From an optimization exercise on the open Yosys and OpenROAD flow, aimed at small area and a short achievable clock period; shortcuts taken in it are not production practice. In this exercise RTL edits were held to simulation tests only and were not proved equivalent to the original. Power and IR drop assume default switching activity.

## v6
## rvPipe
module rvPipe (
    input  logic        clk,
    input  logic        rstN,
    input  logic [31:0] imemData,
    output logic [31:0] imemAddr,
    output logic        wbValid,
    output logic [4:0]  wbRd,
    output logic [31:0] wbData
);
    localparam logic [1:0] clsOp    = 2'b00;
    localparam logic [1:0] clsOpImm = 2'b01;
    localparam logic [1:0] clsLui   = 2'b10;
    localparam logic [1:0] clsAuipc = 2'b11;
    logic [31:0] eX, eG;
    logic [3:0]  eShLo, eShMid;
    logic        eSh16;
    logic        eSub, eFill;
    logic        eSelAdd, eSelP, eSelG, eSelSr, eSelSl, eSelLt, eSelLtu;
    logic [4:0]  eRd;
    logic        eWr;
    logic [31:2] pc;
    assign imemAddr = {pc, 2'b00};
    always_ff @(posedge clk) begin
        if (!rstN) pc <= '0;
        else       pc <= pc + 30'd1;
    end
    logic       fKnown;
    logic [1:0] fCls;
    always_comb begin
        fKnown = 1'b1;
        fCls   = clsOp;
        case (imemData[6:0])
            7'b0110011: fCls = clsOp;
            7'b0010011: fCls = clsOpImm;
            7'b0110111: fCls = clsLui;
            7'b0010111: fCls = clsAuipc;
            default: begin
                fKnown = 1'b0;
                fCls   = clsOp;   
            end
        endcase
    end
    logic [4:0] fRs1, fRs2;
    logic       fUse1, fUse2;
    assign fRs1  = imemData[19:15];
    assign fRs2  = imemData[24:20];
    assign fUse1 = !fCls[1];
  ...
For scale: ~1300 flip-flops, ~100 I/O pins, ~55000 um^2 of cells after synthesis.
==> flow/config.mk <==
export PLATFORM = sky130hd
export DESIGN_NAME = rvPipe
export DESIGN_NICKNAME = rvPipe
export VERILOG_FILES = /design/flow/design.v
export SDC_FILE = /design/flow/constraint.sdc
export NUM_CORES = 4
export LEC_CHECK = 0
export CAP_MARGIN = 10
export CELL_PAD_IN_SITES_DETAIL_PLACEMENT = 1
export CELL_PAD_IN_SITES_GLOBAL_PLACEMENT = 1
export CORE_MARGIN = 2
export CORE_UTILIZATION = 45
export PLACE_DENSITY = 0.55
export SETUP_SLACK_MARGIN = 3.3
export SLEW_MARGIN = 10
export TNS_END_PERCENT = 25
==> flow/constraint.sdc <==
create_clock -name core_clock -period 6.0 [get_ports {clk}]
set_input_delay 1.2000 -clock core_clock [delete_from_list [all_inputs] [get_ports {clk}]]
set_output_delay 1.2000 -clock core_clock [all_outputs]
set_load 0.01 [all_outputs]
standard.sh (not shown) runs the stock make flow with config.mk's settings and CLKGATE_MAP_FILE= SYNTH_SCRIPT=/design/flow/synth_recipe.tcl, a recipe that flattens the netlist after the stock synthesis.
==> flow/flow/run.sh <==
#!/bin/bash
# Standard ORFS layout (standard.sh) with three changes: ports are buffered
# with buf_2, which the resizer may upsize, instead of the delay-cell default;
# the clock tree gets no dummy balancing loads; and its sink clusters are
# larger, for fewer leaf buffers. The make output goes to flow_make.log.
set -euo pipefail
export BUFFER_PORTS_ARGS="-buffer_cell sky130_fd_sc_hd__buf_2"
export CTS_ARGS="-sink_clustering_enable -repair_clock_nets -dont_use_dummy_load -sink_clustering_size 20 -sink_clustering_max_diameter 100"
bash standard.sh finish > flow_make.log 2>&1
## Diff of input files: v7 against v6
diff --git a/flow/flow/run.sh b/flow/flow/run.sh
--- a/flow/flow/run.sh
+++ b/flow/flow/run.sh
@@ -7,3 +7,3 @@
 export BUFFER_PORTS_ARGS="-buffer_cell sky130_fd_sc_hd__buf_2"
-export CTS_ARGS="-sink_clustering_enable -repair_clock_nets -dont_use_dummy_load -sink_clustering_size 20 -sink_clustering_max_diameter 100"
+export CTS_ARGS="-sink_clustering_enable -repair_clock_nets -dont_use_dummy_load -sink_clustering_size 24 -sink_clustering_max_diameter 100"
 bash standard.sh finish > flow_make.log 2>&1
diff --git a/flow/config.mk b/flow/config.mk
--- a/flow/config.mk
+++ b/flow/config.mk
@@ -7,3 +7,3 @@
 export LEC_CHECK = 0
-export CAP_MARGIN = 10
+export CAP_MARGIN = 15
 export CELL_PAD_IN_SITES_DETAIL_PLACEMENT = 1
@@ -13,4 +13,4 @@
 export PLACE_DENSITY = 0.55
-export SETUP_SLACK_MARGIN = 3.3
-export SLEW_MARGIN = 10
+export SETUP_SLACK_MARGIN = 3.4
+export SLEW_MARGIN = 15
 export TNS_END_PERCENT = 25
[summary]
A startpoint of the worst setup timing path of dSel1[20]$_DFF_P_ is what v6 shows, while dSel2[4]$_DFF_P_ belongs to v7.
Portion of total power attributed to the clock network (higher): v6
Compared with v6, in v7 reported sequential group power flat; total wire length after detailed routing +about 0.7%.
As far as max-cap violation count goes, v7 and v6 are indistinguishable; the numbers are identical.
The design area of v7 exceeds that of v6 by 1.1%.

what the ideal ports hide:
How much do the figures lean on ideal ports? The routed layouts below were timed once more, with nothing changed but the port constraints.
Step 1 assumes that a clkbuf_16 drives the clock port and a buf_2 every other input.
Step 2, shift: input delay + t, output delay - t, t = (earliest + latest rising clock arrival at the registers) / 2. This alone moves slack from input paths to output paths.
Three values: ideal, step 1, step 2; two values: the first two.
| run | t (ns) | slack for setup (ns) | slew at the worst register clock pin (ns) |
|---|---|---|---|
| v6 | 0.772 | 3.169 / 3.169 / 2.783 | 0.10 / 0.10 |
| v7 | 0.767 | 3.239 / 3.239 / 2.837 | 0.11 / 0.11 |
After both steps setup and hold are still met in every run listed. The setup slack of v7, which loses most, moves by 0.000 ns with the drivers and by -0.402 ns with both steps.
